Background: an optimization exercise with open tools, aiming at small area and a short achievable clock period. Do not read the settings as production practice.
Function was checked by simulation only, so behaviour that the tests miss may differ from the original.
The flow treats the clock pin as an ideal source, which a real chip does not have.
No activity file was given, so power comes from the tool's default toggle rates.

**design/flow/design.v**
```verilog
package mem_pkg;
    localparam int unsigned ADDR_W_DEF = 8;
    localparam int unsigned DATA_W_DEF = 16;
endpackage
import mem_pkg::*;
module mem_array
#(
    parameter int unsigned DATA_W = mem_pkg::DATA_W_DEF,
    parameter int unsigned DEPTH  = 200,
    parameter int unsigned NGRP   = 8
) (
    input  logic                        clk,
    input  logic [DEPTH-1:0]            we,
    input  logic [DEPTH-1:0]            hold,
    input  logic [DATA_W-1:0]           wdata,
    input  logic [DEPTH-1:0]            sel,
    output logic [NGRP-1:0][DATA_W-1:0] part
);
    localparam int unsigned NTRI  = DEPTH / 3;
    localparam int unsigned NREM  = DEPTH % 3;
    localparam int unsigned NUNIT = NTRI + (NREM != 0 ? 1 : 0);
    logic [DEPTH-1:0][DATA_W-1:0] mem;
    logic [NUNIT-1:0][DATA_W-1:0] unit_n;
    for (genvar w = 0; w < DEPTH; w++) begin : g_word
        always_ff @(posedge clk) begin
            mem[w] <= (mem[w] & {DATA_W{hold[w]}}) | (wdata & {DATA_W{we[w]}});
        end
    end
    for (genvar j = 0; j < NTRI; j++) begin : g_tri
        for (genvar b = 0; b < DATA_W; b++) begin : g_bit
            mem_aoi222 u_aoi (
                .a0 (sel[3 * j]),     .b0 (mem[3 * j][b]),
                .a1 (sel[3 * j + 1]), .b1 (mem[3 * j + 1][b]),
                .a2 (sel[3 * j + 2]), .b2 (mem[3 * j + 2][b]),
                .y  (unit_n[j][b])
            );
        end
    end
    if (NREM == 2) begin : g_rem2
        for (genvar b = 0; b < DATA_W; b++) begin : g_bit
            mem_aoi22 u_aoi (
                .a0 (sel[3 * NTRI]),     .b0 (mem[3 * NTRI][b]),
                .a1 (sel[3 * NTRI + 1]), .b1 (mem[3 * NTRI + 1][b]),
                .y  (unit_n[NTRI][b])
            );
        end
    end else if (NREM == 1) begin : g_rem1
        for (genvar b = 0; b < DATA_W; b++) begin : g_bit
            assign unit_n[NTRI][b] = !(sel[3 * NTRI] && mem[3 * NTRI][b]);
        end
    end
    always_comb begin
        part = '0;
        for (int u = 0; u < NUNIT; u++) begin
            part[u * NGRP / NUNIT] = part[u * NGRP / NUNIT] | ~unit_n[u];
        end
    end
endmodule
module mem_aoi222 (
    input  logic a0, b0, a1, b1, a2, b2,
    output logic y
);
    assign y = !((a0 && b0) || (a1 && b1) || (a2 && b2));
endmodule
module mem_aoi22 (
    input  logic a0, b0, a1, b1,
    output logic y
);
    assign y = !((a0 && b0) || (a1 && b1));
endmodule
import mem_pkg::*;
module mem_responder
#(
    parameter int unsigned ADDR_W = mem_pkg::ADDR_W_DEF,
    parameter int unsigned DATA_W = mem_pkg::DATA_W_DEF,
    parameter int unsigned DEPTH  = 200,
    parameter int unsigned NGRP   = 8,
    parameter int unsigned NWG    = (DEPTH + 7) / 8
) (
    input  logic              clk,
    input  logic              rst,
    input  logic              MemRead,
    input  logic              MemWrite,
    input  logic [ADDR_W-1:0] addr,
    input  logic [DATA_W-1:0] wdata,
    output logic [DATA_W-1:0] rdata,
    output logic              ready,
    output logic              busy,
    output logic              err
);
    logic [7:0]        lo_q;       
    logic [7:0]        mid_q;      
    logic [3:0]        hi_q;       
    logic [DATA_W-1:0] wdata_q;
    logic              rd_q;       
    logic              wr_q;       
    logic              bad_q;      
    logic [DEPTH-1:0]  sel_q;      
    logic [NGRP-1:0][DATA_W-1:0] part_q;
    logic              p1_q, p2_q, p3_q;
    logic [NWG-1:0]    hwe_q;      
    logic              busy_q, ready_q, err_q;
    logic [DATA_W-1:0] rdata_q;
    logic              accept;
    logic              in_range;
    logic [DEPTH-1:0]  sel;
    logic [DEPTH-1:0]  we;
    logic [DEPTH-1:0]  hold;
    logic [NGRP-1:0][DATA_W-1:0] part;
    logic [DATA_W-1:0] rd_word;
    assign accept   = !busy_q && (MemRead || MemWrite);
    assign in_range = 32'(addr) < DEPTH;
    always_ff @(posedge clk) begin
        if (accept) begin
            for (int i = 0; i < 8; i++) begin
                lo_q[i]  <= (addr[2:0] == 3'(i));
                mid_q[i] <= (addr[5:3] == 3'(i));
            end
            for (int i = 0; i < 4; i++) begin
                hi_q[i] <= (addr[7:6] == 2'(i));
            end
            wdata_q <= wdata;
            rd_q    <= MemRead;
            wr_q    <= MemWrite && !MemRead && in_range;
            bad_q   <= (MemRead && MemWrite) || !in_range;
        end
        sel_q  <= sel;
        part_q <= part;
    end
    always_comb begin
        for (int w = 0; w < DEPTH; w++) begin
            sel[w]  = lo_q[w % 8] && mid_q[(w / 8) % 8] && hi_q[w / 64];
            we[w]   = sel_q[w] && hwe_q[w / 8];
            hold[w] = !we[w];
        end
        rd_word = '0;
        for (int g = 0; g < NGRP; g++) begin
            rd_word = rd_word | part_q[g];
        end
    end
    mem_array #(
        .DATA_W (DATA_W),
        .DEPTH  (DEPTH),
        .NGRP   (NGRP)
    ) u_mem_array (
        .clk   (clk),
        .we    (we),
        .hold  (hold),
        .wdata (wdata_q),
        .sel   (sel_q),
        .part  (part)
    );
    always_ff @(posedge clk or posedge rst) begin
        if (rst) begin
            p1_q    <= 1'b0;
            p2_q    <= 1'b0;
            p3_q    <= 1'b0;
            hwe_q   <= '0;
            busy_q  <= 1'b0;
            ready_q <= 1'b0;
            err_q   <= 1'b0;
            rdata_q <= '0;
        end else begin
            p1_q    <= accept;
            p2_q    <= p1_q;
            p3_q    <= p2_q;
            for (int i = 0; i < NWG; i++) begin
                hwe_q[i] <= p2_q && wr_q && hi_q[i / 8] && mid_q[i % 8];
            end
            busy_q  <= accept || (busy_q && !p3_q);
            ready_q <= p3_q;
            err_q   <= p3_q && bad_q;
            if (p3_q && rd_q) begin
                rdata_q <= bad_q ? '0 : rd_word;
            end
        end
    end
    assign rdata = rdata_q;
    assign ready = ready_q;
    assign busy  = busy_q;
    assign err   = err_q;
endmodule
```
**design/flow/run.sh**
```bash
#!/bin/bash
# synth_recipe.tcl (not shown) runs the flow's synth.tcl, then flattens the netlist and writes it again
# the make line also repeats each setting of config.mk as NAME=value (left out here)
make -C /OpenROAD-flow-scripts/flow DESIGN_CONFIG=/design/flow/config.mk WORK_HOME=/design/flow/orfs CLKGATE_MAP_FILE= SYNTH_SCRIPT=/design/flow/synth_recipe.tcl finish
```
**design/flow/config.mk**
```make
export PLATFORM = sky130hd
export DESIGN_NAME = mem_responder
export DESIGN_NICKNAME = mem_responder
export VERILOG_FILES = /design/flow/design.v
export SDC_FILE = /design/flow/constraint.sdc
export NUM_CORES = 4
export LEC_CHECK = 0
export CAP_MARGIN = 20
export CORE_MARGIN = 2
export CORE_UTILIZATION = 55
export CTS_CLUSTER_DIAMETER = 150
export CTS_CLUSTER_SIZE = 30
export SETUP_SLACK_MARGIN = 2.0
export SLEW_MARGIN = 20
export SYNTH_HIERARCHICAL = 1
export SYNTH_MINIMUM_KEEP_SIZE = 0
```
**design/flow/constraint.sdc**
```tcl
create_clock -name core_clock -period 4.2 [get_ports {clk}]
set_input_delay 0.8400 -clock core_clock [delete_from_list [all_inputs] [get_ports {clk}]]
set_output_delay 0.8400 -clock core_clock [all_outputs]
set_load 0.01 [all_outputs]
```
==> results of run 1 <==
-- how the worst max path moves through the flow --
stage | cells after the start | slack, ns | startpoint | end
final | 1 | 1.86 | rdata_q[2] | rdata[2]
after global routing | 1 | 1.82 | rdata_q[4] | rdata[4]
after detailed placement | 4 | 1.27 | MemRead | mid_q[7]
after floorplan | 1 | 2.24 | rst | busy_q
after global placement | 4 | 1.23 | MemRead | lo_q[0]
after CTS | 1 | 1.70 | rdata_q[4] | rdata[4]
-- registers in the layout (all words and copies together), names as in the netlist, 4 cells and up --
| name | count |
|---|---|
| sel_q | 200 |
| u_mem_array.mem | 3200 |
| hi_q | 4 |
| hwe_q | 25 |
| lo_q | 8 |
| wdata_q | 16 |
| mid_q | 8 |
| rdata_q | 16 |
| part_q | 128 |
-- Yosys cell counts, drive strengths merged --
cell,instances,area [µm²]
a222oi,1056,10570
nor2b,2,12.51
buf,735,4614
inv,202,758.2
nor3b,7,57.55
a22oi,16,200.2
nor2,8,46.30
nand2,269,1017
nor4,32,200.2
or3,48,300.3
and3b,3,26.28
nand3,48,240.2
dfxtp,3528,70630
clkbuf,498,2575
nor3,3,20.02
a21o,1,7.510
or2,80,500.5
edfxtp,39,1171
a22o,3216,28420
and3,209,1310
and2,23,145.1
nand4,208,1301
dfrtp,47,1176
a21oi,1,5.000
-- routing by layer --
layer | vias to the layer above | wire, µm | share of wire, %
met5 | - | 55 | 0.013
met4 | 8 | 15550 | 3.8
met3 | 601 | 36300 | 8.9
met2 | 5269 | 185300 | 45
met1 | 47140 | 172400 | 42
li1 | 39520 | - | -
-- logic make-up (layout without fill, tap and decap cells) --
family          after synthesis  after routing  synth area share (%)
flops                      3614           3614                 58.24
other cells                   0             22                     0
compound gates             4290           4290                 31.29
buf+inv                    1435            576                 6.342
simple gates                940            940                 4.132
-- per-module statistics from Yosys (local to each module, per instance), excerpt --
module / cell area [µm²] / flops+latches
mem_responder: 12830 / 414
mem_aoi222: 10.01 / 0
mem_aoi22: 12.51 / 0
-- per-stage QoR --
stage	worst slack (ns)	cell area, µm²	util (%)	hold slack, ns	total power [mW]
2_1_floorplan	2.244	125300	-	0.3312	41.46
4_1_cts	1.704	128500	56.65	0.3672	60.34
3_5_place_dp	1.267	123800	54.59	0.3413	44.03
5_1_grt	1.825	128700	56.75	0.3919	62.08
3_3_place_gp	1.235	123800	54.57	0.3380	43.85
6_report	1.859	128800	56.77	0.3691	60.26
-- power groups by stage --
stage,sequential (mW),clock (mW),combinational (mW)
after floorplan,38.5,0,3.00
after global placement,39.2,0,4.63
after detailed placement,39.3,0,4.76
after CTS,38.6,17.0,4.80
after global routing,38.8,18.1,5.14
final,38.6,16.7,4.90
-- final cells by class --
type	count	area share (%)
Antenna cell	22	0.04275
Tap cell	3009	2.923
Timing Repair Buffer	199	1.594
Inverter	202	1.033
Multi-Input combinational cell	5230	34.80
Sequential cell	3614	56.72
Clock buffer	173	2.866
Clock inverter	2	0.01943
-- timing repair --
action,4_1_cts,5_1_grt
setup endpoints to repair,2408,526
resized for setup,409,55
setup buffers,2,4
pin swaps,27,14
==> run notes, run 1 <==
| Quantity | This run | Unit |
|---|---|---|
| Category of the worst setup path capture point | output port | - |
| Final period utilization | 55.74 | % |
| H-tree depth | 4 | - |
| Hold depth | 0 | - |
| Clock sink count | 3614 | - |
| Power density over cell area | 467.9 | nW/µm² |
| Worst ir drop on vdd | 375.1 | µV |
| Outcome | timing/DRC/antenna clean | - |
| Placed cells | 12250 | - |
| Hold-fix buffers, CTS | 0 | - |
| Commonest cells after routing, fill and taps aside | 3484 x sky130_fd_sc_hd__dfxtp_1, 3010 x sky130_fd_sc_hd__a22o_1, 1056 x sky130_fd_sc_hd__a222oi_1 | - |
| Number of I/O port buffers | 46 | - |
| Worst min-delay path category | register to register | - |
| Post-route ant nets | 0 | - |
| Post-route non-filler standard cell count | 12450 | - |
| Proportion of layout cells with a drive suffix above 1 | 10.57 | % |
| Final Hold Violating Endpoints | 0 | - |
| Internal power | 45.06 | mW |
| Number of detailed-route iterations in the first pass | 10 | - |
| Multi-input gate area | 44810 | µm² |
| Max Clk Rate | 0.4272 | GHz |
| Final setup fails | 0 | - |
| Wirelength, routed | 409600 | µm |
| Starting Density | 55.24 | % |
| DRC viols | 0 | - |
| Synth Register Bits | 3614 | - |
| Most common cell after layout, fill and taps aside | sky130_fd_sc_hd__dfxtp_1 | - |
| Max transition margin | 14.41 | % |
| Flip-flop and latch area | 73050 | µm² |
| Switch Pwr | 15.20 | mW |
| Deepest clock path buffer count | 3 | - |
| Standard cell core area | 226800 | µm² |
| Worst Hold Path EP | p2_q | - |
| Post-Syn Area per Cell | 12.19 | µm² |
| Number of buffers and inverters on the critical path | 1 | - |
| CP Data Required Time | 3.36 | ns |
| Die W | 481.3 | µm |
| WL/cell | 32.90 | µm |
| Number of antenna violations at the first check in global routing | 27 | - |
| Fraction of power spent switching nets | 25.22 | % |
| Endpoint of the lowest-slack register-to-register path | part_q[54] | - |
| Net count after synthesis | 10310 | - |
| Post-synth cell types | 36 | - |
| Post-synthesis instance area | 125300 | µm² |
| CTS tree | yes | - |
| Chain of cells forming the critical path | buf_6 | - |
| Setup slack, reg-to-reg | 1.92 | ns |
| Vias in the first global route | 86020 | - |
| Highest-delay cell along the critical path | sky130_fd_sc_hd__dfrtp_2 | - |
| Kind of start point of the critical path | register | - |
| Final net count | 9413 | - |
| Layout overhead on the synthesized area | 2.773 | % |
| Arrival time at the worst endpoint | 1.50 | ns |
| Proportion of power drawn by combinational gates | 8.1 | % |
| Leakage power summed over all cells | 49.64 | nW |
| Final RePlAce weighted congestion | 0.8514 | - |
| Met3 layer usage reported by global route | 4.591 | % |
| Share of power burned in registers | 64.1 | % |
| Slew @ Worst Pin | 1.272 | ns |
| Die Span Y | 481.3 | µm |
| Total number of vias | 92540 | - |
| Layout fillers | 18620 | - |
| Global-route wire length before repair | 597900 | µm |
| Total clock buffers created by CTS | 138 | - |
| Seq/Total Area, Yosys | 58.24 | % |
| Max FO, Critical Path | 2 | - |
| Total negative slack for setup checks | 0 | ns |
| Startpoint of the worst register-to-register path | sel_q[78] | - |
| I/O Pins | 47 | - |
| Post-synthesis cell count | 10280 | - |
| Clock-pin slew reported for the worst setup and hold paths after clock tree synthesis | 0.11 | ns |
| Max-slew violation count | 0 | - |
| Clock root buffer | sky130_fd_sc_hd__clkbuf_16 | - |
| Post-Route Skew | 0.02371 | ns |
| GRT Residual Overflow | 0 | - |
| Category of cells accounting for the largest share of critical-path delay | flip-flops | - |
| Largest net degree at the start of global routing | 159 | - |
| Most used routing layer | met2 | - |
| Clk Latency, worst-skew pair | 0.85 | ns |
| Number of DRC violations after detailed-routing iteration 0 | 15850 | - |
| Unrepaired setup endpoints after global routing | yes | - |
| Detailed placer's ending HPWL | 242500 | µm |
| Std-Cell Rows | 175 | - |
| Clock network power share | 27.8 | % |
| Reported max-cap violation count | 0 | - |
| Fraction of met1 tracks used by global routing | 48.79 | % |
| Startpoint of the lowest-slack hold path | p1_q | - |
| Vias per std cell | 7.432 | - |
| Minimum period implied by the final worst setup slack | 2.341 | ns |
| Peak per-stage delay on the critical path | 0.50 | ns |
| Number of cells traversed by the worst register-to-register path | 3 | - |
| Count of yosys warnings during synthesis | 8 | - |
| Met2 usage | 51.58 | % |
| Global-route usage over all layers | 33.70 | % |
| Class of the most critical setup path | register to output port | - |
| Area of the die | 231700 | µm² |
==> run 2: changes to the inputs <==
==> design/flow/flow/run.sh (new file) <==
#!/bin/bash
set -euo pipefail
work=$(cd "$(dirname "$0")/.." && pwd)
bash standard.sh \
  "PRE_IO_PLACEMENT_TCL=$work/flow/io.tcl" \
  "BUFFER_PORTS_ARGS=-buffer_cell sky130_fd_sc_hd__buf_4" \
  finish > "$work/standard.log" 2>&1
==> design/flow/flow/io.tcl (new file) <==
# Keep every port in one stretch in the middle of the top edge, so the
# registers that drive the outputs and take the inputs sit together near it.
set die [ord::get_db_block]
set dx [expr [[$die getDieArea] xMax] / 1000.0]
set lo [expr $dx * 0.35]
set hi [expr $dx * 0.65]
set_io_pin_constraint -pin_names {clk rst MemRead MemWrite addr* wdata* rdata* ready busy err} -region top:$lo-$hi
==> design/flow/standard.sh (new file) <==
#!/bin/bash
# synth_recipe.tcl (not shown) runs the flow's synth.tcl, then flattens the netlist and writes it again
# the make line also repeats each setting of config.mk as NAME=value (left out here)
make -C /OpenROAD-flow-scripts/flow DESIGN_CONFIG=/design/flow/config.mk WORK_HOME=/design/flow/orfs CLKGATE_MAP_FILE= SYNTH_SCRIPT=/design/flow/synth_recipe.tcl "${@:-finish}"
removed: design/flow/run.sh
==> run 2 against run 1 <==
Core utilization is 0.17 points lower. Clock power hardly changed. Sequential share of layout area is 0.16 points higher. Wire length is 1.3% lower. Power hardly changed.
==> run notes, run 2 <==
| Quantity | This run | Unit |
|---|---|---|
| Number of cells traversed by the worst register-to-register path | 3 | - |
| Largest register by flop count | u_mem_array.mem | - |
| Count of yosys warnings during synthesis | 8 | - |
| Vias in the first global route | 84960 | - |
| Final Hold Violating Endpoints | 0 | - |
| Leakage power summed over all cells | 49.60 | nW |
| Seq/Total Area, Yosys | 58.24 | % |
| Max Clk Rate | 0.4318 | GHz |
| Area of the die | 231700 | µm² |
| Final period utilization | 55.14 | % |
| Kind of start point of the critical path | register | - |
| Net count after synthesis | 10310 | - |
| Final setup fails | 0 | - |
| Number of DRC violations after detailed-routing iteration 0 | 16280 | - |
| Power density over cell area | 469.2 | nW/µm² |
| Proportion of layout cells with a drive suffix above 1 | 10.29 | % |
| Global-route usage over all layers | 33.26 | % |
| Starting Density | 55.24 | % |
| Clock-pin slew reported for the worst setup and hold paths after clock tree synthesis | 0.12 | ns |
| Number of I/O port buffers | 46 | - |
| Post-synthesis cell count | 10280 | - |
| Class of the most critical setup path | register to output port | - |
| Hold depth | 1 | - |
| Chain of cells forming the critical path | buf_6 | - |
| Largest registers | u_mem_array.mem x3200, sel_q x200, part_q x128 | - |
| Met3 layer usage reported by global route | 4.605 | % |
| Number of antenna violations at the first check in global routing | 30 | - |
| Fraction of met1 tracks used by global routing | 47.51 | % |
| Unrepaired setup endpoints after global routing | yes | - |
| CP Data Required Time | 3.36 | ns |
| Category of cells accounting for the largest share of critical-path delay | flip-flops | - |
| I/O Pins | 47 | - |
| Final RePlAce weighted congestion | 0.9013 | - |
| WL/cell | 32.53 | µm |
| Post-Syn Area per Cell | 12.19 | µm² |
| Most frequently used flop master after synthesis | sky130_fd_sc_hd__dfxtp_1 | - |
| Clock root buffer | sky130_fd_sc_hd__clkbuf_16 | - |
| Post-route ant nets | 0 | - |
| Post-synth ARST share | 1.300 | % |
| Die Span Y | 481.3 | µm |
| Slew @ Worst Pin | 1.201 | ns |
| Most used routing layer | met2 | - |
| Post-Route Skew | 0.03642 | ns |
| Highest-delay cell along the critical path | sky130_fd_sc_hd__dfrtp_2 | - |
| Post-synth cell types | 36 | - |
| Total power consumption of the routed design | 60.24 | mW |
| Post-synth EDFFs | 39 | - |
| Peak per-stage delay on the critical path | 0.49 | ns |
| H-tree depth | 4 | - |
| Most common cell after layout, fill and taps aside | sky130_fd_sc_hd__dfxtp_1 | - |
| Max-slew violation count | 0 | - |
| Standard cell core area | 226800 | µm² |
| Logic depth of the worst setup path including buffers | 1 | - |
| Number of detailed-route iterations in the first pass | 13 | - |
| DRC viols | 0 | - |
| Worst min-delay path category | primary input to register | - |
| Total clock buffers created by CTS | 138 | - |
| Category of the worst setup path capture point | output port | - |
| Layout overhead on the synthesized area | 2.462 | % |
| Clock sink count | 3614 | - |
| GRT Residual Overflow | 0 | - |
| Minimum period implied by the final worst setup slack | 2.316 | ns |
| Max FO, Critical Path | 2 | - |
| Standard cell area after detailed placement | 123500 | µm² |
| Largest net degree at the start of global routing | 165 | - |
| Std-Cell Rows | 175 | - |
| Arrival time at the worst endpoint | 1.48 | ns |
| Reported max-cap violation count | 0 | - |
| Post-synthesis instance area | 125300 | µm² |
| Outcome | timing/DRC/antenna clean | - |
| Total number of vias | 91550 | - |
| CTS tree | yes | - |
| Top cell types by occurrence after synthesis | 3528 x sky130_fd_sc_hd__dfxtp_1, 3010 x sky130_fd_sc_hd__a22o_1, 1056 x sky130_fd_sc_hd__a222oi_1, 550 x sky130_fd_sc_hd__buf_2, 404 x sky130_fd_sc_hd__clkbuf_2 | - |
| Cell area after layout | 128400 | µm² |
| Area share of the largest cell type after synthesis | 56.36 | % |
| Top post-synthesis cells by area | sky130_fd_sc_hd__dfxtp_1 56%, sky130_fd_sc_hd__a22o_1 21%, sky130_fd_sc_hd__a222oi_1 8.4% | - |
| Met2 usage | 51.06 | % |
| Total negative slack for setup checks | 0 | ns |
| Deepest clock path buffer count | 3 | - |
| Commonest cells after routing, fill and taps aside | 3497 x sky130_fd_sc_hd__dfxtp_1, 3010 x sky130_fd_sc_hd__a22o_1, 1056 x sky130_fd_sc_hd__a222oi_1 | - |
| Final net count | 9395 | - |
| Die W | 481.3 | µm |
| Vias per std cell | 7.364 | - |
| Most frequent cell after synthesis | sky130_fd_sc_hd__dfxtp_1 | - |
| Max transition margin | 19.92 | % |
| Worst ir drop on vdd | 341.8 | µV |
| Wirelength, routed | 404400 | µm |
| Number of buffers and inverters on the critical path | 1 | - |
| Clk Latency, worst-skew pair | 0.85 | ns |
| Detailed placer's ending HPWL | 239200 | µm |
| Max reg flops | 3200 | - |
| Synth Register Bits | 3614 | - |
| Cell type with the largest total area after synthesis | sky130_fd_sc_hd__dfxtp_1 | - |
| Global-route wire length before repair | 590100 | µm |
-- run 2: cell type report --
cell class,count,area [µm²]
clock buffers,170,3680
diodes,24,60.06
fillers,18770,98450
repair buffers,181,1758
inverters,202,1274
well taps,3009,3765
flip-flops and latches,3614,73040
clock inverters,2,25.02
multi-input cells,5230,44800
-- run 2: metrics by stage --
stage          util [%]  hold WS (ns)  std cells  setup slack [ns]
6_report          56.60        0.1568      12430             1.884
5_1_grt           56.57        0.1322      12410             1.862
4_1_cts           56.44        0.1134      12400             1.858
2_1_floorplan         -        0.3312      10280             2.244
3_3_place_gp      54.42        0.3328      12220             1.772
3_5_place_dp      54.42        0.3347      12220             1.749
-- run 2: timing repair --
action | 4_1_cts | 5_1_grt
endpoints found under the hold margin | 0 | 0
hold buffers | 0 | 0
gates resized for setup | 269 | 74
setup endpoints to repair | 2070 | 815
setup buffers | 6 | 4
pin swaps | 17 | 27
-- run 2: final timing paths --
check                       startpoint    endpoint  slack, ns
max in group asynchronous          rst   hwe_q[12]       3.13
min                           wdata[6]  wdata_q[6]       0.16
min in group asynchronous          rst       err_q       0.17
min reg2reg                       p1_q        p2_q       0.37
max                        rdata_q[13]   rdata[13]       1.88
max reg2reg                  sel_q[48]  part_q[30]       1.92
-- run 2: logic make-up after synthesis --
group           Yosys count  share of synthesized area [%]
compound gates         4290                          31.29
simple gates            940                          4.132
flops                  3614                          58.24
buf+inv                1435                          6.342
-- run 2: where the power goes --
group          total [mW]  switching (mW)  internal [mW]
Sequential           38.6            1.99           36.6
Combinational        4.93            2.86           2.07
Clock                16.7            10.4           6.28
Total                60.2            15.3           45.0
-- run 2: layer usage --
| metal | share of wire, % | wire length [µm] |
|---|---|---|
| met1 | 42 | 171000 |
| met2 | 45 | 182900 |
| met3 | 8.3 | 33570 |
| met4 | 4.2 | 16840 |
| met5 | 0.023 | 95 |
-- run 2: modules after synthesis, one instance, submodules excluded, a selection --
module         flip-flops and latches  area [µm²]  times used  cells
mem_responder                     414       12830           1   1223
mem_aoi222                          0       10.01        1056      1
mem_aoi22                           0       12.51          16      1
==> run 3: changes to the inputs <==
--- a/design/flow/design.v
+++ b/design/flow/design.v
@@ -99,6 +99,7 @@
     logic [NGRP-1:0][DATA_W-1:0] part_q;
     logic              p1_q, p2_q, p3_q;
     logic [NWG-1:0]    hwe_q;      
+    logic [NWG-1:0]    hwe_n_q;    
     logic              busy_q, ready_q, err_q;
     logic [DATA_W-1:0] rdata_q;
     logic              accept;
@@ -131,7 +132,7 @@
         for (int w = 0; w < DEPTH; w++) begin
             sel[w]  = lo_q[w % 8] && mid_q[(w / 8) % 8] && hi_q[w / 64];
             we[w]   = sel_q[w] && hwe_q[w / 8];
-            hold[w] = !we[w];
+            hold[w] = !(sel_q[w] && !hwe_n_q[w / 8]);
         end
         rd_word = '0;
         for (int g = 0; g < NGRP; g++) begin
@@ -156,6 +157,7 @@
             p2_q    <= 1'b0;
             p3_q    <= 1'b0;
             hwe_q   <= '0;
+            hwe_n_q <= '1;
             busy_q  <= 1'b0;
             ready_q <= 1'b0;
             err_q   <= 1'b0;
@@ -165,7 +167,8 @@
             p2_q    <= p1_q;
             p3_q    <= p2_q;
             for (int i = 0; i < NWG; i++) begin
-                hwe_q[i] <= p2_q && wr_q && hi_q[i / 8] && mid_q[i % 8];
+                hwe_q[i]   <= p2_q && wr_q && hi_q[i / 8] && mid_q[i % 8];
+                hwe_n_q[i] <= !(p2_q && wr_q && hi_q[i / 8] && mid_q[i % 8]);
             end
             busy_q  <= accept || (busy_q && !p3_q);
             ready_q <= p3_q;
==> design/flow/flow/run.sh (replaced) <==
#!/bin/bash
set -euo pipefail
work=$(cd "$(dirname "$0")/.." && pwd)
bash standard.sh \
  "PRE_IO_PLACEMENT_TCL=$work/flow/io.tcl" \
  "BUFFER_PORTS_ARGS=-buffer_cell sky130_fd_sc_hd__buf_4" \
  "PRE_DETAIL_PLACE_TCL=$work/flow/outbuf.tcl" \
  "POST_CTS_TCL=$work/flow/post_cts.tcl" \
  finish > "$work/standard.log" 2>&1
==> design/flow/flow/outbuf.tcl (new file) <==
# Before detailed placement: put each output port's buffer right beside the
# register that drives it, so the register's output wire is short;
# detailed placement then legalizes the moved cells.
set block [ord::get_db_block]
set moved 0
foreach bterm [$block getBTerms] {
  if {[$bterm getIoType] != "OUTPUT"} { continue }
  set pnet [$bterm getNet]
  set buf ""
  foreach it [$pnet getITerms] {
    if {[$it isOutputSignal]} { set buf [$it getInst] }
  }
  if {$buf == ""} { continue }
  set ff ""
  foreach it [$buf getITerms] {
    if {[$it isInputSignal] && [$it getNet] != "NULL"} {
      foreach it2 [[$it getNet] getITerms] {
        if {[$it2 isOutputSignal]} { set ff [$it2 getInst] }
      }
    }
  }
  if {$ff == ""} { continue }
  if {![[$ff getMaster] isSequential]} { continue }
  set loc [$ff getLocation]
  $buf setLocation [lindex $loc 0] [expr {[lindex $loc 1] + 2720}]
  incr moved
}
puts "outbuf.tcl: moved $moved port buffers beside their registers"
==> design/flow/flow/post_cts.tcl (new file) <==
# After CTS: one more setup repair of the paths between registers and from
# the inputs. The paths to the outputs, which only the clock tree and the
# output registers limit, are set aside while it runs so they do not stop
# the repair early, and put back after it.
estimate_parasitics -placement
set_false_path -to [all_outputs]
repair_timing -setup -setup_margin 2.1 -repair_tns 100 -verbose
unset_path_exceptions -to [all_outputs]
detailed_placement
check_placement -verbose
==> run 3 against run 2 <==
Area after synthesis up 1.3%. Register-to-register slack better by 0.03 ns. Wire length up 5.6%. Sequential share of layout area up 0.12 points. Synthesized cell count up 0.27%. Via count up 2.5%. Largest cell class unchanged. Core utilization down 0.32 points. Global-route usage up 1.2 points. Sequential cell count up 25.
==> run notes, run 3 <==
| Quantity | This run | Unit |
|---|---|---|
| Outcome | timing/DRC/antenna clean | - |
| Clock sink count | 3639 | - |
| Worst min-delay path category | primary input to asynchronous set/reset pin | - |
| Area share of the largest cell type after synthesis | 55.64 | % |
| Total power consumption of the routed design | 61.06 | mW |
| Class of the most critical setup path | register to output port | - |
| Final setup fails | 0 | - |
| Max transition margin | 18.05 | % |
| Clock network power share | 27.7 | % |
| Worst setup startpoint | rdata_q[15] | - |
| Number of buffers and inverters on the critical path | 1 | - |
| Clock-pin slew reported for the worst setup and hold paths after clock tree synthesis | 0.12 | ns |
| Post-route ant nets | 0 | - |
| Clk Latency, worst-skew pair | 0.84 | ns |
| Max FO, Critical Path | 2 | - |
| GRT Residual Overflow | 0 | - |
| Highest-delay cell along the critical path | sky130_fd_sc_hd__dfrtp_1 | - |
| Worst ir drop on vdd | 308.3 | µV |
| Seq/Total Area, Yosys | 58.01 | % |
| Final period utilization | 54.47 | % |
| Total number of vias | 93820 | - |
| Area of the die | 234600 | µm² |
| Utilization of the core after routing | 56.28 | % |
| Most frequent cell after synthesis | sky130_fd_sc_hd__dfxtp_1 | - |
| Total negative slack for setup checks | 0 | ns |
| Number of antenna violations at the first check in global routing | 29 | - |
| Post-synth ARST share | 1.979 | % |
| Chain of cells forming the critical path | buf_6 | - |
| Largest net degree at the start of global routing | 153 | - |
| Starting Density | 55.26 | % |
| Max Clk Rate | 0.4371 | GHz |
| Most common cell after layout, fill and taps aside | sky130_fd_sc_hd__dfxtp_1 | - |
| Cell type with the largest total area after synthesis | sky130_fd_sc_hd__dfxtp_1 | - |
| Switch Pwr | 15.65 | mW |
| Global-route wire length before repair | 618700 | µm |
| Leakage power summed over all cells | 50.00 | nW |
| Post-synth cell types | 37 | - |
| Proportion of layout cells with a drive suffix above 1 | 7.441 | % |
| Post-synth EDFFs | 39 | - |
| Vias in the first global route | 86690 | - |
| Die W | 484.4 | µm |
| Most frequently used flop master after synthesis | sky130_fd_sc_hd__dfxtp_1 | - |
| Top cell types by occurrence after synthesis | 3528 x sky130_fd_sc_hd__dfxtp_1, 3010 x sky130_fd_sc_hd__a22o_1, 1056 x sky130_fd_sc_hd__a222oi_1, 554 x sky130_fd_sc_hd__buf_2, 411 x sky130_fd_sc_hd__clkbuf_2 | - |
| Layout overhead on the synthesized area | 1.838 | % |
| Minimum period implied by the final worst setup slack | 2.288 | ns |
| CP Data Required Time | 3.36 | ns |
| Final Hold Violating Endpoints | 0 | - |
| Category of cells accounting for the largest share of critical-path delay | flip-flops | - |
| WL/cell | 34.19 | µm |
| Category of the worst setup path capture point | output port | - |
| I/O Pins | 47 | - |
| Arrival time at the worst endpoint | 1.45 | ns |
| Proportion of power drawn by combinational gates | 8.4 | % |
| Largest register by flop count | u_mem_array.mem | - |
| DRC viols | 0 | - |
| Synth Register Bits | 3639 | - |
| Final net count | 9424 | - |
| Detailed placer's ending HPWL | 256400 | µm |
| Commonest cells after routing, fill and taps aside | 3492 x sky130_fd_sc_hd__dfxtp_1, 3010 x sky130_fd_sc_hd__a22o_1, 1056 x sky130_fd_sc_hd__a222oi_1 | - |
| Number of detailed-route iterations in the first pass | 10 | - |
| Final RePlAce weighted congestion | 0.8764 | - |
| Count of yosys warnings during synthesis | 8 | - |
| Max-slew violation count | 0 | - |
| Kind of start point of the critical path | register | - |
| Unrepaired setup endpoints after global routing | yes | - |
| Vias per std cell | 7.515 | - |
| Internal power | 45.41 | mW |
| Number of DRC violations after detailed-routing iteration 0 | 16900 | - |
| Standard cell core area | 229700 | µm² |
| Post-Route Skew | 0.02748 | ns |
| Startpoint of the worst register-to-register path | sel_q[115] | - |
| Post-Syn Area per Cell | 12.32 | µm² |
| Slew @ Worst Pin | 1.229 | ns |
| Post-synthesis instance area | 126900 | µm² |
| Share of power burned in registers | 63.8 | % |
| Net count after synthesis | 10340 | - |
| Global-route usage over all layers | 34.49 | % |
| Top post-synthesis cells by area | sky130_fd_sc_hd__dfxtp_1 56%, sky130_fd_sc_hd__a22o_1 21%, sky130_fd_sc_hd__a222oi_1 8.3% | - |
| Std-Cell Rows | 176 | - |
| Fraction of power spent switching nets | 25.63 | % |
| Post-synthesis cell count | 10310 | - |
| Peak per-stage delay on the critical path | 0.43 | ns |
| Reported max-cap violation count | 0 | - |
| Max reg flops | 3200 | - |
| Number of I/O port buffers | 46 | - |
| CTS tree | yes | - |
| Power density over cell area | 472.4 | nW/µm² |
| Largest registers | u_mem_array.mem x3200, sel_q x200, part_q x128 | - |
| Wirelength, routed | 426900 | µm |
| Die Span Y | 484.4 | µm |
run 3: cell count changes in the layout (fill, tap and decap cells not counted), sizes merged, moves of 22 or more:
cell	before	now
and2	23	201
inv	66	26
dfstp	0	25
clkinvlp	137	1
nand2b	0	200
buf	181	159
nand2	269	93
run 3: power groups by stage:
| stage | sequential, mW | clock (mW) | combinational (mW) |
|---|---|---|---|
| final | 39.0 | 16.9 | 5.16 |
| after global routing | 39.2 | 18.3 | 5.35 |
| after detailed placement | 39.6 | 0 | 4.96 |
| after floorplan | 38.7 | 0 | 3.01 |
| after global placement | 39.7 | 0 | 4.66 |
run 3: layer usage:
metal	vias to the layer above	global-route usage (%)	wire length (µm)
met5	-	0	74
met3	657	4.912	38880
li1	39770	-	-
met2	5508	52.66	191300
met1	47880	49.29	177900
met4	12	13.55	18710
run 3: kinds of logic (layout without fill, tap and decap cells):
logic type / Yosys count / in the layout / synth area share, %
other cells: 0 / 24 / 0
compound gates: 4290 / 4290 / 30.89
simple gates: 1140 / 1140 / 5.410
buf+inv: 1238 / 365 / 5.693
flops: 3639 / 3639 / 58.01
run 3: path summary, 6_finish.rpt:
path | to | slack [ns] | cells after the start
worst max register to register | part_q[76] | 1.95 | 3
max in group asynchronous | hwe_q[13] | 3.45 | 3
worst min register to register | p2_q | 0.36 | 0
worst min-delay path | rdata_q[7] | 0.17 | 3
min in group core_clock | wdata_q[1] | 0.17 | 1
worst max-delay path | rdata[15] | 1.91 | 1
run 3: modules after synthesis, one instance, submodules excluded, a selection:
module         times used  cells  flip-flops and latches  area, µm²
mem_aoi222           1056      1                       0      10.01
mem_responder           1   1251                     439      14450
mem_aoi22              16      1                       0      12.51
run 3: final cells by class:
| type | count | area, µm² |
|---|---|---|
| Fill cell | 18890 | 100400 |
| Sequential cell | 3639 | 73680 |
| Multi-Input combinational cell | 5430 | 46230 |
| Tap cell | 3026 | 3786 |
| Clock buffer | 178 | 3752 |
| Timing Repair Buffer | 159 | 1613 |
| Inverter | 27 | 105.1 |
| Antenna cell | 24 | 60.06 |
| Clock inverter | 1 | 30.03 |
run 3: per-stage QoR:
step	hold slack, ns	setup slack, ns	area [µm²]	std cells
floorplan	0.3312	2.316	126900	10310
global placement	0.3335	1.531	125000	12250
detailed placement	0.3347	1.894	125100	12260
global route	0.1390	1.873	129200	12460
finish	0.1691	1.912	129300	12480
==> run 4: changes to the inputs <==
--- a/design/flow/config.mk
+++ b/design/flow/config.mk
@@ -7,7 +7,7 @@
 export LEC_CHECK = 0
 export CAP_MARGIN = 20
 export CORE_MARGIN = 2
-export CORE_UTILIZATION = 55
+export CORE_UTILIZATION = 65
 export CTS_CLUSTER_DIAMETER = 150
 export CTS_CLUSTER_SIZE = 30
 export SETUP_SLACK_MARGIN = 2.0
==> run 4 against run 3 <==
Die area decreased by 15%. Synthesized cell count unchanged. Still clean. Critical endpoint unchanged. Setup slack got worse by 0.0014 ns. Final cell count decreased by 3.8%. Area after synthesis unchanged. Power about the same. Via count increased by 0.45%. Wire length decreased by 5.1%. Clock power about the same. Non-clock buffer count decreased by 6. Sequential share of layout area increased by 0.22 points.
==> run notes, run 4 <==
| Quantity | This run | Unit |
|---|---|---|
| CTS tree | yes | - |
| Total negative slack for setup checks | 0 | ns |
| Detailed placer's ending HPWL | 242100 | µm |
| Reported max-cap violation count | 0 | - |
| Post-synthesis instance area | 126900 | µm² |
| Startpoint of the worst register-to-register path | sel_q[103] | - |
| Wirelength, routed | 405100 | µm |
| Power density over cell area | 473.9 | nW/µm² |
| Unrepaired setup endpoints after global routing | yes | - |
| Most frequently used flop master after synthesis | sky130_fd_sc_hd__dfxtp_1 | - |
| Global-route usage over all layers | 38.74 | % |
| Post-synthesis cell count | 10310 | - |
| Max reg flops | 3200 | - |
| Synth Register Bits | 3639 | - |
| Number of cells traversed by the worst register-to-register path | 3 | - |
| Largest registers | u_mem_array.mem x3200, sel_q x200, part_q x128 | - |
| Die W | 445.9 | µm |
| Vias per std cell | 7.849 | - |
| Die Span Y | 445.9 | µm |
| Layout overhead on the synthesized area | 1.406 | % |
| Number of DRC violations after detailed-routing iteration 0 | 17900 | - |
| Clock-pin slew reported for the worst setup and hold paths after clock tree synthesis | 0.12 | ns |
| Starting Density | 65.23 | % |
| Post-Syn Area per Cell | 12.32 | µm² |
| Most common cell after layout, fill and taps aside | sky130_fd_sc_hd__dfxtp_1 | - |
| Endpoint of the lowest-slack register-to-register path | part_q[70] | - |
| Total number of vias | 94250 | - |
| Post-Route Skew | 0.03575 | ns |
| Area share of the largest cell type after synthesis | 55.64 | % |
| Clk Latency, worst-skew pair | 0.86 | ns |
| DRC viols | 0 | - |
| Standard cell area after detailed placement | 124500 | µm² |
| Max Clk Rate | 0.4369 | GHz |
| Count of yosys warnings during synthesis | 8 | - |
| Area of the die | 198800 | µm² |
| Layout fillers | 14590 | - |
| Standard cell core area | 194600 | µm² |
| Number of antenna violations at the first check in global routing | 26 | - |
| Proportion of layout cells with a drive suffix above 1 | 7.141 | % |
| Clock sink count | 3639 | - |
| Std-Cell Rows | 162 | - |
| Slew @ Worst Pin | 1.228 | ns |
| Category of cells accounting for the largest share of critical-path delay | flip-flops | - |
| Leakage power summed over all cells | 50.03 | nW |
| Category of the worst setup path capture point | output port | - |
| I/O Pins | 47 | - |
| WL/cell | 33.74 | µm |
| Arrival time at the worst endpoint | 1.45 | ns |
| Max transition margin | 18.12 | % |
| Cell type with the largest total area after synthesis | sky130_fd_sc_hd__dfxtp_1 | - |
| Final RePlAce weighted congestion | 0.9104 | - |
| Seq/Total Area, Yosys | 58.01 | % |
| Global-route wire length before repair | 591000 | µm |
| Worst min-delay path category | primary input to asynchronous set/reset pin | - |
| Final Hold Violating Endpoints | 0 | - |
| Final period utilization | 54.50 | % |
| Outcome | timing/DRC/antenna clean | - |
| Most frequent cell after synthesis | sky130_fd_sc_hd__dfxtp_1 | - |
| Net count after synthesis | 10340 | - |
| Vias in the first global route | 87280 | - |
| Final setup fails | 0 | - |
| Largest register by flop count | u_mem_array.mem | - |
| Worst ir drop on vdd | 467.7 | µV |
| Largest net degree at the start of global routing | 162 | - |
| Post-synth EDFFs | 39 | - |
| Number of detailed-route iterations in the first pass | 10 | - |
| GRT Residual Overflow | 0 | - |
| Top cell types by occurrence after synthesis | 3528 x sky130_fd_sc_hd__dfxtp_1, 3010 x sky130_fd_sc_hd__a22o_1, 1056 x sky130_fd_sc_hd__a222oi_1, 554 x sky130_fd_sc_hd__buf_2, 411 x sky130_fd_sc_hd__clkbuf_2 | - |
| Post-synth ARST share | 1.979 | % |
| Setup slack, reg-to-reg | 1.99 | ns |
| Number of I/O port buffers | 46 | - |
| Cell area after layout | 128700 | µm² |
| Chain of cells forming the critical path | buf_6 | - |
| Top post-synthesis cells by area | sky130_fd_sc_hd__dfxtp_1 56%, sky130_fd_sc_hd__a22o_1 21%, sky130_fd_sc_hd__a222oi_1 8.3% | - |
| Minimum period implied by the final worst setup slack | 2.289 | ns |
| Kind of start point of the critical path | register | - |
| Post-synth cell types | 37 | - |
| CP Data Required Time | 3.36 | ns |
| Peak per-stage delay on the critical path | 0.41 | ns |
| Post-route ant nets | 0 | - |
| Number of buffers and inverters on the critical path | 1 | - |
| Highest-delay cell along the critical path | sky130_fd_sc_hd__dfrtp_1 | - |
| Class of the most critical setup path | register to output port | - |
| Final net count | 9418 | - |
| Commonest cells after routing, fill and taps aside | 3510 x sky130_fd_sc_hd__dfxtp_1, 3010 x sky130_fd_sc_hd__a22o_1, 1056 x sky130_fd_sc_hd__a222oi_1 | - |
| Max-slew violation count | 0 | - |
| Max FO, Critical Path | 2 | - |
## run 4: cell types whose count changed in the layout (fill, tap and decap cells not counted), moves of 2 or more
cell,before,now
sky130_fd_sc_hd__nor4_1,11,20
sky130_fd_sc_hd__nand2b_2,3,0
sky130_fd_sc_hd__buf_4,110,98
sky130_fd_sc_hd__dfxtp_1,3492,3510
sky130_fd_sc_hd__nor4_2,21,12
sky130_fd_sc_hd__clkbuf_16,145,147
sky130_fd_sc_hd__nand2b_1,197,200
sky130_fd_sc_hd__inv_6,0,7
sky130_fd_sc_hd__buf_12,26,32
sky130_fd_sc_hd__dfxtp_2,33,18
sky130_fd_sc_hd__diode_2,24,27
sky130_fd_sc_hd__dfxtp_4,3,0
## run 4: power breakdown
group	switching (mW)	internal, mW	total, mW
clock	10.5	6.49	16.9
combinational	2.92	2.17	5.09
sequential	2.11	36.9	39.0
## run 4: logic make-up after synthesis
logic type | Yosys count | share of synthesized area [%]
compound gates | 4290 | 30.89
simple gates | 1140 | 5.410
buf+inv | 1238 | 5.693
flops | 3639 | 58.01
## run 4: per-module statistics from Yosys (local to each module, per instance), a selection
module / cells inside / area (µm²) / times used / flip-flops and latches
mem_aoi222: 1 / 10.01 / 1056 / 0
mem_aoi22: 1 / 12.51 / 16 / 0
mem_responder: 1251 / 14450 / 1 / 439
## run 4: worst max-delay path by stage
stage	slack (ns)	end	start	cells past startpoint
finish	1.91	rdata[15]	rdata_q[15]	1
floorplan	2.32	bad_q	MemRead	2
global placement	1.79	rdata_q[1]	part_q[17]	3
detailed placement	1.91	mid_q[3]	MemRead	3
global route	1.87	rdata[15]	rdata_q[15]	1
## run 4: layer usage
layer,up-vias,global-route usage [%],part of all wire (%)
met4,12,19.61,5.5
met2,6330,57.52,44
li1,39750,-,-
met3,832,7.014,11
met5,-,0,0.020
met1,47330,54.27,40
## run 4: cell type report
cell class              instances  area [µm²]  share of cell area (%)
diodes                         27       67.56                 0.05249
clock buffers                 181        3806                   2.957
clock inverters                 8       91.34                 0.07096
inverters                      27       105.1                 0.08165
multi-input cells            5430       46160                   35.86
flip-flops and latches       3639       73660                   57.22
well taps                    2542        3181                   2.471
repair buffers                153        1653                   1.284
## run 4: per-stage QoR
step / std cells / util, % / hold slack, ns / total power, mW / setup slack, ns
final: 12010 / 66.15 / 0.1341 / 61.00 / 1.911
after global placement: 11770 / 63.93 / 0.3327 / 44.19 / 1.786
after detailed placement: 11780 / 63.98 / 0.3347 / 44.42 / 1.914
after floorplan: 10310 / - / 0.3312 / 41.74 / 2.316
after global routing: 11980 / 66.12 / 0.1157 / 62.63 / 1.866
==> run 5: changes to the inputs <==
--- a/design/flow/config.mk
+++ b/design/flow/config.mk
@@ -7,7 +7,7 @@
 export LEC_CHECK = 0
 export CAP_MARGIN = 20
 export CORE_MARGIN = 2
-export CORE_UTILIZATION = 65
+export CORE_UTILIZATION = 80
 export CTS_CLUSTER_DIAMETER = 150
 export CTS_CLUSTER_SIZE = 30
 export SETUP_SLACK_MARGIN = 2.0
==> run 5 against run 4 <==
Register-to-register slack got worse by 0.17 ns. Sequential share of layout area rose by 0.37 points. Fmax shrank 3.7%. Worst hold slack improved by 0.051 ns. Non-clock buffer count decreased by 27. Largest cell class unchanged. Still clean.
==> run notes, run 5 <==
| Quantity | This run | Unit |
|---|---|---|
| Outcome | timing/DRC/antenna clean | - |
| Max-slew violation count | 0 | - |
| Post-synth EDFFs | 39 | - |
| Post-synthesis instance area | 126900 | µm² |
| Die W | 402.3 | µm |
| Power density over cell area | 474.6 | nW/µm² |
| Max FO, Critical Path | 1 | - |
| Area of the die | 161900 | µm² |
| Area share of the largest cell type after synthesis | 55.64 | % |
| Post-Route Skew | 0.02770 | ns |
| Unrepaired setup endpoints after global routing | yes | - |
| Post-synth cell types | 37 | - |
| Combinational family with the most area after synthesis | compound AO/OA/AOI/OAI gates | - |
| Total negative slack for setup checks | 0 | ns |
| Max reg flops | 3200 | - |
| Number of I/O port buffers | 46 | - |
| Class of the most critical setup path | register to register | - |
| Number of detailed-route iterations in the first pass | 13 | - |
| Proportion of layout cells with a drive suffix above 1 | 6.652 | % |
| Post-synthesis share of cell area spent on and, or, nand and nor gates | 5.410 | % |
| Number of antenna violations at the first check in global routing | 27 | - |
| Clock network power share | 27.6 | % |
| CTS tree | yes | - |
| Cell type with the largest total area after synthesis | sky130_fd_sc_hd__dfxtp_1 | - |
| Final setup fails | 0 | - |
| Count of yosys warnings during synthesis | 8 | - |
| Multiplexer fraction of the synthesized cell area | 0 | % |
| Clk Latency, worst-skew pair | 0.83 | ns |
| Compound-gate portion of the synthesized area | 30.89 | % |
| Standard cell core area | 158000 | µm² |
| Fraction of power spent switching nets | 25.11 | % |
| Starting Density | 80.33 | % |
| Post-Syn Area per Cell | 12.32 | µm² |
| DRC viols | 0 | - |
| Length of routed met3 wiring | 49340 | µm |
| Worst min-delay path category | primary input to register | - |
| Commonest cells after routing, fill and taps aside | 3522 x sky130_fd_sc_hd__dfxtp_1, 3010 x sky130_fd_sc_hd__a22o_1, 1056 x sky130_fd_sc_hd__a222oi_1 | - |
| Detailed placer's ending HPWL | 229900 | µm |
| Post-synthesis cell count | 10310 | - |
| Clock sink count | 3639 | - |
| Global-route usage over all layers | 45.28 | % |
| Share of power burned in registers | 64.2 | % |
| Synth Register Bits | 3639 | - |
| Total length of routed met2 wires | 166800 | µm |
| Post-synth ARST share | 1.979 | % |
| Category of the worst setup path capture point | register | - |
| Largest register by flop count | u_mem_array.mem | - |
| Slew @ Worst Pin | 1.216 | ns |
| Vias in the first global route | 88520 | - |
| Post-Synth Adder-Cell Area | 0 | % |
| Wirelength, routed | 385800 | µm |
| Worst ir drop on vdd | 464.7 | µV |
| Global-route wire length before repair | 571600 | µm |
| GRT Residual Overflow | 0 | - |
| Layout overhead on the synthesized area | 0.7352 | % |
| WL/cell | 33.49 | µm |
| Arrival time at the worst endpoint | 3.10 | ns |
| Minimum period implied by the final worst setup slack | 2.376 | ns |
| Number of DRC violations after detailed-routing iteration 0 | 22980 | - |
| Uppermost layer routed | met5 | - |
| Utilization of the core after routing | 80.92 | % |
| Fraction of synthesized cell area in xor and xnor cells | 0 | % |
| Seq/Total Area, Yosys | 58.01 | % |
| Most common cell after layout, fill and taps aside | sky130_fd_sc_hd__dfxtp_1 | - |
| Top cell types by occurrence after synthesis | 3528 x sky130_fd_sc_hd__dfxtp_1, 3010 x sky130_fd_sc_hd__a22o_1, 1056 x sky130_fd_sc_hd__a222oi_1, 554 x sky130_fd_sc_hd__buf_2, 411 x sky130_fd_sc_hd__clkbuf_2 | - |
| Largest registers | u_mem_array.mem x3200, sel_q x200, part_q x128 | - |
| Internal power | 45.44 | mW |
| Reported max-cap violation count | 0 | - |
| Max transition margin | 18.21 | % |
| Total number of vias | 96630 | - |
| Std-Cell Rows | 146 | - |
| Post-route ant nets | 0 | - |
| Final period utilization | 56.57 | % |
| I/O Pins | 47 | - |
| Proportion of power drawn by combinational gates | 8.2 | % |
| Max Clk Rate | 0.4209 | GHz |
| Switch Pwr | 15.24 | mW |
| CP Data Required Time | 4.92 | ns |
| Vias per std cell | 8.388 | - |
| Most frequent cell after synthesis | sky130_fd_sc_hd__dfxtp_1 | - |
| Final Hold Violating Endpoints | 0 | - |
| Kind of start point of the critical path | register | - |
| Most frequently used flop master after synthesis | sky130_fd_sc_hd__dfxtp_1 | - |
| Net count after synthesis | 10340 | - |
| Leakage power summed over all cells | 49.87 | nW |
| Metal-1 WL | 141900 | µm |
| Clock-pin slew reported for the worst setup and hold paths after clock tree synthesis | 0.11 | ns |
| Largest net degree at the start of global routing | 159 | - |
| Final net count | 9391 | - |
| Final RePlAce weighted congestion | 0.9472 | - |
| Top post-synthesis cells by area | sky130_fd_sc_hd__dfxtp_1 56%, sky130_fd_sc_hd__a22o_1 21%, sky130_fd_sc_hd__a222oi_1 8.3% | - |
| Die Span Y | 402.3 | µm |
## run 5: cell type report
cell class	count	area, µm²
flip-flops and latches	3639	73640
multi-input cells	5430	46110
inverters	27	105.1
clock inverters	8	91.34
clock buffers	181	3806
well taps	2072	2592
fillers	9339	30150
diodes	37	92.59
repair buffers	126	1424
## run 5: power by group through the flow
| stage | clock, mW | sequential [mW] | combinational [mW] |
|---|---|---|---|
| 2_1_floorplan | 0 | 38.7 | 3.01 |
| 3_3_place_gp | 0 | 39.5 | 4.41 |
| 3_5_place_dp | 0 | 39.5 | 4.63 |
| 5_1_grt | 17.8 | 39.1 | 5.08 |
| 6_report | 16.7 | 38.9 | 4.99 |
## run 5: metrics by stage
step / area, µm² / instances / hold WS (ns) / power, mW / setup slack (ns)
after floorplan: 126900 / 10310 / 0.3312 / 41.74 / 2.316
after global placement: 123600 / 11280 / 0.3328 / 43.88 / 1.980
after detailed placement: 123700 / 11290 / 0.3443 / 44.15 / 1.895
after global routing: 127800 / 11490 / 0.1627 / 61.98 / 1.941
final: 127900 / 11520 / 0.1850 / 60.68 / 1.824
## run 5: final timing paths
path | start | end | slack [ns] | depth (start not counted)
worst max-delay path | part_q[113] | rdata_q[1] | 1.82 | 3
worst min-delay path | wdata[14] | wdata_q[14] | 0.19 | 1
worst max register to register | part_q[113] | rdata_q[1] | 1.82 | 3
worst min register to register | p1_q | p2_q | 0.36 | 0
max in group asynchronous | rst | hwe_n_q[5] | 2.82 | 4
min in group asynchronous | rst | busy_q | 0.54 | 3
## run 5: cells by family after synthesis
group / Yosys count
buf+inv: 1238
compound gates: 4290
simple gates: 1140
flops: 3639
## run 5: critical path, cell delays in order (launching register included)
cell and delay [ns]:
sky130_fd_sc_hd__dfxtp_1 0.48, sky130_fd_sc_hd__nor4_1 0.98, sky130_fd_sc_hd__nand2_1 0.48, sky130_fd_sc_hd__a22o_1 0.33
## run 5: Yosys stat by module (local to each module, per instance), a selection
| module | times used | cells | area, µm² | flip-flops and latches |
|---|---|---|---|---|
| mem_responder | 1 | 1251 | 14450 | 439 |
| mem_aoi22 | 16 | 1 | 12.51 | 0 |
| mem_aoi222 | 1056 | 1 | 10.01 | 0 |
## run 5: per-layer routing
metal | up-vias | track usage [%]
met5 | - | 0
met4 | 24 | 28.31
met3 | 1205 | 9.208
met2 | 7971 | 65.92
met1 | 47700 | 62.18
li1 | 39720 | -
==> run 6: changes to the inputs <==
--- a/design/flow/config.mk
+++ b/design/flow/config.mk
@@ -7,7 +7,7 @@
 export LEC_CHECK = 0
 export CAP_MARGIN = 20
 export CORE_MARGIN = 2
-export CORE_UTILIZATION = 80
+export CORE_UTILIZATION = 75
 export CTS_CLUSTER_DIAMETER = 150
 export CTS_CLUSTER_SIZE = 30
 export SETUP_SLACK_MARGIN = 2.0
==> run 6 against run 5 <==
Now fails the layout checks on antenna violations. Core utilization decreased by 4.5 points. Clock skew about the same. Clock-buffer cell count increased by 1. Cell area increased by 0.23%. Worst hold slack got worse by 0.016 ns. Area after synthesis unchanged. Die area increased by 6.6%. Setup slack improved by 0.098 ns. Register-to-register slack improved by 0.15 ns. Via count decreased by 0.73%.
==> run notes, run 6 <==
| Quantity | This run | Unit |
|---|---|---|
| Total number of vias | 95920 | - |
| Layout check fault list | antenna violations | - |
| Final RePlAce weighted congestion | 0.9177 | - |
| Hold depth | 1 | - |
| Placed cells | 11430 | - |
| Post-synthesis instance area | 126900 | µm² |
| Max transition margin | 17.98 | % |
| Std-Cell Rows | 150 | - |
| Total negative slack for setup checks | 0 | ns |
| Outcome | complete, but fails checks | - |
| Slew @ Worst Pin | 1.230 | ns |
| Starting Density | 75.74 | % |
| Layout overhead on the synthesized area | 0.9621 | % |
| Category of the worst setup path capture point | output port | - |
| Global-route wire length before repair | 580400 | µm |
| Largest net degree at the start of global routing | 167 | - |
| Synth Register Bits | 3639 | - |
| Most frequent cell after synthesis | sky130_fd_sc_hd__dfxtp_1 | - |
| Number of detailed-route iterations in the first pass | 11 | - |
| Startpoint of the worst register-to-register path | sel_q[191] | - |
| Minimum period implied by the final worst setup slack | 2.278 | ns |
| Post-route ant nets | 1 | - |
| Most frequently used flop master after synthesis | sky130_fd_sc_hd__dfxtp_1 | - |
| Endpoint of the lowest-slack register-to-register path | part_q[121] | - |
| Area share of the largest cell type after synthesis | 55.64 | % |
| Seq/Total Area, Yosys | 58.01 | % |
| Final Hold Violating Endpoints | 0 | - |
| Arrival time at the worst endpoint | 1.44 | ns |
| Max reg flops | 3200 | - |
| Detailed placer's ending HPWL | 235900 | µm |
| Commonest cells after routing, fill and taps aside | 3510 x sky130_fd_sc_hd__dfxtp_1, 3010 x sky130_fd_sc_hd__a22o_1, 1056 x sky130_fd_sc_hd__a222oi_1 | - |
| Die W | 415.4 | µm |
| Largest registers | u_mem_array.mem x3200, sel_q x200, part_q x128 | - |
| Power density over cell area | 475.5 | nW/µm² |
| Post-synth ARST share | 1.979 | % |
| Fin Hold WS | 0.1692 | ns |
| Proportion of layout cells with a drive suffix above 1 | 6.984 | % |
| Count of yosys warnings during synthesis | 8 | - |
| Highest-delay cell along the critical path | sky130_fd_sc_hd__dfrtp_1 | - |
| Clock-pin slew reported for the worst setup and hold paths after clock tree synthesis | 0.12 | ns |
| Post-route non-filler standard cell count | 11660 | - |
| Largest register by flop count | u_mem_array.mem | - |
| Setup slack, reg-to-reg | 1.97 | ns |
| Top cell types by occurrence after synthesis | 3528 x sky130_fd_sc_hd__dfxtp_1, 3010 x sky130_fd_sc_hd__a22o_1, 1056 x sky130_fd_sc_hd__a222oi_1, 554 x sky130_fd_sc_hd__buf_2, 411 x sky130_fd_sc_hd__clkbuf_2 | - |
| Die Span Y | 415.4 | µm |
| Chain of cells forming the critical path | buf_6 | - |
| Met3 layer usage reported by global route | 9.658 | % |
| Category of cells accounting for the largest share of critical-path delay | flip-flops | - |
| DRC viols | 0 | - |
| Class of the most critical setup path | register to output port | - |
| Worst min-delay path category | primary input to register | - |
| Reported max-cap violation count | 0 | - |
| GRT Residual Overflow | 0 | - |
| Post-Route Skew | 0.02804 | ns |
| Number of antenna violations at the first check in global routing | 23 | - |
| Startpoint of the lowest-slack hold path | wdata[3] | - |
| Number of buffers and inverters on the critical path | 1 | - |
| Kind of start point of the critical path | register | - |
| Utilization of the core after routing | 76.46 | % |
| CTS tree | yes | - |
| Area of the die | 172500 | µm² |
| Net count after synthesis | 10340 | - |
| Vias per std cell | 8.226 | - |
| Worst Hold Path EP | wdata_q[3] | - |
| I/O Pins | 47 | - |
| Post-synth cell types | 37 | - |
| Final net count | 9400 | - |
| Post-Syn Area per Cell | 12.32 | µm² |
| Max Clk Rate | 0.4390 | GHz |
| Top post-synthesis cells by area | sky130_fd_sc_hd__dfxtp_1 56%, sky130_fd_sc_hd__a22o_1 21%, sky130_fd_sc_hd__a222oi_1 8.3% | - |
| Most used routing layer | met2 | - |
| WL/cell | 33.64 | µm |
| Global-route usage over all layers | 43.11 | % |
| Number of cells traversed by the worst register-to-register path | 3 | - |
| Peak per-stage delay on the critical path | 0.41 | ns |
| Most common cell after layout, fill and taps aside | sky130_fd_sc_hd__dfxtp_1 | - |
| Fraction of met1 tracks used by global routing | 59.00 | % |
| Vias in the first global route | 88350 | - |
| Cell type with the largest total area after synthesis | sky130_fd_sc_hd__dfxtp_1 | - |
| Number of DRC violations after detailed-routing iteration 0 | 19670 | - |
| Worst ir drop on vdd | 489.6 | µV |
| CP Data Required Time | 3.36 | ns |
| Leakage power summed over all cells | 49.93 | nW |
| Post-synthesis cell count | 10310 | - |
| Max-slew violation count | 0 | - |
| Final period utilization | 54.24 | % |
| Max FO, Critical Path | 2 | - |
| Number of I/O port buffers | 46 | - |
| Wirelength, routed | 392200 | µm |
| Clk Latency, worst-skew pair | 0.84 | ns |
| Standard cell core area | 167600 | µm² |
| Final setup fails | 0 | - |
| Met2 usage | 63.17 | % |
| Clock sink count | 3639 | - |
| Post-synth EDFFs | 39 | - |
| Unrepaired setup endpoints after global routing | yes | - |
[run 6: cells by family (layout without fill, tap and decap cells)]
group,after synthesis,count (layout),synth area share (%)
buffers and inverters,1238,352,5.693
other,0,36,0
AO/OA/AOI/OAI,4290,4290,30.89
AND/OR/NAND/NOR,1140,1140,5.410
flip-flops,3639,3639,58.01
[run 6: through the flow]
step | cell area, µm² | worst slack, ns | total power [mW]
detailed placement | 123900 | 1.887 | 44.35
finish | 128200 | 1.922 | 60.93
floorplan | 126900 | 2.316 | 41.74
global route | 128100 | 1.896 | 62.34
global placement | 123900 | 1.656 | 44.07
[run 6: area by class of cell]
class                      count  area (µm²)
sequential                  3639       73660
clock buffer                 182        3810
tap                         2204        2758
multi-input combinational   5430       46180
fill                       10800       39450
antenna                       36       90.09
timing repair buffer         135        1455
inverter                      27       105.1
clock inverter                 8       91.34
[run 6: how the worst max path moves through the flow]
stage	from	cells past startpoint	slack, ns	end
2_1_floorplan	MemRead	2	2.32	bad_q
3_3_place_gp	part_q[13]	3	1.66	rdata_q[13]
3_5_place_dp	sel_q[189]	3	1.89	part_q[121]
5_1_grt	rdata_q[6]	1	1.90	rdata[6]
6_report	rdata_q[6]	1	1.92	rdata[6]
[run 6: power breakdown]
| part | switching [mW] | total (mW) | internal, mW | leakage, nW |
|---|---|---|---|---|
| Sequential | 2.14 | 39.0 | 36.9 | 29.9 |
| Combinational | 2.91 | 5.09 | 2.18 | 18.1 |
| Clock | 10.3 | 16.8 | 6.49 | 1.90 |
| Total | 15.4 | 60.9 | 45.5 | 49.9 |
[run 6: Yosys stat by module (local to each module, per instance), excerpt]
module,cell area (µm²),flops+latches
mem_aoi22,12.51,0
mem_aoi222,10.01,0
mem_responder,14450,439
[run 6: metal layers]
layer | wire, µm | vias up
met1 | 147900 | 47690
met4 | 25640 | 16
met2 | 169700 | 7379
li1 | - | 39710
met3 | 48940 | 1122
met5 | 103 | -
==> run 7: changes to the inputs <==
--- a/design/flow/design.v
+++ b/design/flow/design.v
@@ -99,7 +99,6 @@
     logic [NGRP-1:0][DATA_W-1:0] part_q;
     logic              p1_q, p2_q, p3_q;
     logic [NWG-1:0]    hwe_q;      
-    logic [NWG-1:0]    hwe_n_q;    
     logic              busy_q, ready_q, err_q;
     logic [DATA_W-1:0] rdata_q;
     logic              accept;
@@ -132,7 +131,7 @@
         for (int w = 0; w < DEPTH; w++) begin
             sel[w]  = lo_q[w % 8] && mid_q[(w / 8) % 8] && hi_q[w / 64];
             we[w]   = sel_q[w] && hwe_q[w / 8];
-            hold[w] = !(sel_q[w] && !hwe_n_q[w / 8]);
+            hold[w] = !we[w];
         end
         rd_word = '0;
         for (int g = 0; g < NGRP; g++) begin
@@ -157,7 +156,6 @@
             p2_q    <= 1'b0;
             p3_q    <= 1'b0;
             hwe_q   <= '0;
-            hwe_n_q <= '1;
             busy_q  <= 1'b0;
             ready_q <= 1'b0;
             err_q   <= 1'b0;
@@ -167,8 +165,7 @@
             p2_q    <= p1_q;
             p3_q    <= p2_q;
             for (int i = 0; i < NWG; i++) begin
-                hwe_q[i]   <= p2_q && wr_q && hi_q[i / 8] && mid_q[i % 8];
-                hwe_n_q[i] <= !(p2_q && wr_q && hi_q[i / 8] && mid_q[i % 8]);
+                hwe_q[i] <= p2_q && wr_q && hi_q[i / 8] && mid_q[i % 8];
             end
             busy_q  <= accept || (busy_q && !p3_q);
             ready_q <= p3_q;
--- a/design/flow/config.mk
+++ b/design/flow/config.mk
@@ -7,7 +7,7 @@
 export LEC_CHECK = 0
 export CAP_MARGIN = 20
 export CORE_MARGIN = 2
-export CORE_UTILIZATION = 75
+export CORE_UTILIZATION = 65
 export CTS_CLUSTER_DIAMETER = 150
 export CTS_CLUSTER_SIZE = 30
 export SETUP_SLACK_MARGIN = 2.0
==> run 7 against run 6 <==
Still fails the layout checks on antenna violations. Critical path depth up 2. First-iteration DRC count down 3.9%. Final cell count up 2.6%. Setup slack worse by 0.12 ns. Clock-buffer cell count down 10. Critical path type is now register to register.
==> run notes, run 7 <==
| Quantity | This run | Unit |
|---|---|---|
| Outcome | complete, but fails checks | - |
| Layout check fault list | antenna violations | - |
| Global-route wire length before repair | 577600 | µm |
| Most frequently used flop master after synthesis | sky130_fd_sc_hd__dfxtp_1 | - |
| Total number of vias | 93570 | - |
| Slew @ Worst Pin | 1.219 | ns |
| Fraction of power spent switching nets | 25.17 | % |
| Starting Density | 65.27 | % |
| Post-synthesis cell count | 10280 | - |
| Number of detailed-route iterations in the first pass | 10 | - |
| Global-route usage over all layers | 38.01 | % |
| Area of the die | 196300 | µm² |
| Peak per-stage delay on the critical path | 0.69 | ns |
| Largest register by flop count | u_mem_array.mem | - |
| Unrepaired setup endpoints after global routing | yes | - |
| Leakage power summed over all cells | 49.38 | nW |
| Worst min-delay path category | primary input to register | - |
| Commonest cells after routing, fill and taps aside | 3480 x sky130_fd_sc_hd__dfxtp_1, 3010 x sky130_fd_sc_hd__a22o_1, 1056 x sky130_fd_sc_hd__a222oi_1 | - |
| Post-synth EDFFs | 39 | - |
| Final RePlAce weighted congestion | 0.8947 | - |
| Std-Cell Rows | 161 | - |
| Number of DRC violations after detailed-routing iteration 0 | 18900 | - |
| Largest net degree at the start of global routing | 153 | - |
| Class of the most critical setup path | register to register | - |
| Category of cells accounting for the largest share of critical-path delay | simple AND/OR/NAND/NOR gates | - |
| DRC viols | 0 | - |
| Number of antenna violations at the first check in global routing | 29 | - |
| Net count after synthesis | 10310 | - |
| WL/cell | 32.88 | µm |
| Post-route ant nets | 2 | - |
| Synth Register Bits | 3614 | - |
| Worst ir drop on vdd | 392.3 | µV |
| Post-Syn Area per Cell | 12.19 | µm² |
| Max reg flops | 3200 | - |
| Post-synth ARST share | 1.300 | % |
| GRT Residual Overflow | 0 | - |
| Category of the worst setup path capture point | register | - |
| Vias per std cell | 7.822 | - |
| Final net count | 9389 | - |
| Arrival time at the worst endpoint | 3.14 | ns |
| Largest registers | u_mem_array.mem x3200, sel_q x200, part_q x128 | - |
| Number of I/O port buffers | 46 | - |
| Number of buffers and inverters on the critical path | 1 | - |
| CTS tree | yes | - |
| Highest-delay cell along the critical path | sky130_fd_sc_hd__nand2_1 | - |
| Clock network power share | 27.6 | % |
| Clock-pin slew reported for the worst setup and hold paths after clock tree synthesis | 0.11 | ns |
| Cell type with the largest total area after synthesis | sky130_fd_sc_hd__dfxtp_1 | - |
| Proportion of layout cells with a drive suffix above 1 | 10.76 | % |
==> run 7: cell count changes after synthesis, sizes merged, moves of 3 or more <==
cell / delta
buf: -5
and2: -178
inv: +175
clkbuf: +27
nand2: +176
nand2b: -200
and3: +3
dfstp: -25
==> run 7: layout make-up <==
class | instances | area share [%]
sequential | 3614 | 57.08
multi-input combinational | 5230 | 35.04
clock buffer | 172 | 2.914
tap | 2526 | 2.470
timing repair buffer | 175 | 1.317
inverter | 202 | 1.074
antenna | 43 | 0.08408
clock inverter | 1 | 0.01271
==> run 7: layer usage <==
layer | track usage, % | routed length [µm] | part of all wire (%) | vias up
met5 | 0 | 64 | 0.016 | -
met4 | 17.68 | 19440 | 4.9 | 10
met3 | 5.187 | 40450 | 10 | 805
met2 | 56.50 | 173700 | 44 | 6187
met1 | 54.95 | 159600 | 41 | 47040
li1 | - | - | - | 39530
==> run 7: power by group through the flow <==
| stage | clock [mW] | sequential (mW) | combinational [mW] |
|---|---|---|---|
| 3_3_place_gp | 0 | 39.1 | 4.65 |
| 2_1_floorplan | 0 | 38.5 | 3.00 |
| 5_1_grt | 17.8 | 38.7 | 5.29 |
| 6_report | 16.6 | 38.5 | 5.14 |
| 3_5_place_dp | 0 | 39.1 | 4.82 |
==> run 7: kinds of logic after synthesis <==
logic type             synth area share, %
AOI/OAI and AO/OA                    31.29
DFF                                  58.24
buffers and inverters                6.342
and+or+nand+nor                      4.132
==> run 7: metrics by stage <==
step	util, %	instance area, µm²	cells	setup slack, ns
finish	66.66	128000	11960	1.806
detailed placement	63.93	122700	11720	1.788
global placement	63.91	122700	11720	1.754
floorplan	-	125300	10280	2.244
global route	66.61	127900	11920	1.733
==> run 7: path summary, 6_finish.rpt <==
path / slack [ns] / cells after the start / to / startpoint
min reg2reg: 0.36 / 0 / p2_q / p1_q
max reg2reg: 1.81 / 3 / u_mem_array.mem[1924] / hwe_q[15]
min: 0.14 / 1 / wdata_q[5] / wdata[5]
max in group asynchronous: 2.80 / 4 / hwe_q[7] / rst
max: 1.81 / 3 / u_mem_array.mem[1924] / hwe_q[15]
min in group asynchronous: 0.53 / 3 / rdata_q[1] / rst
==> run 7: Yosys stat by module, one instance, submodules excluded, excerpt <==
module,cell area [µm²],flops+latches,times used,cells inside
mem_aoi22,12.51,0,16,1
mem_responder,12830,414,1,1223
mem_aoi222,10.01,0,1056,1

Setup slack of run 7, layout unchanged: 1.806 ns with ideal ports, 1.806 ns with driving cells assumed (clock clkbuf_16, inputs buf_2), 1.806 ns with port delays also shifted by the 0.921 ns mid clock arrival.
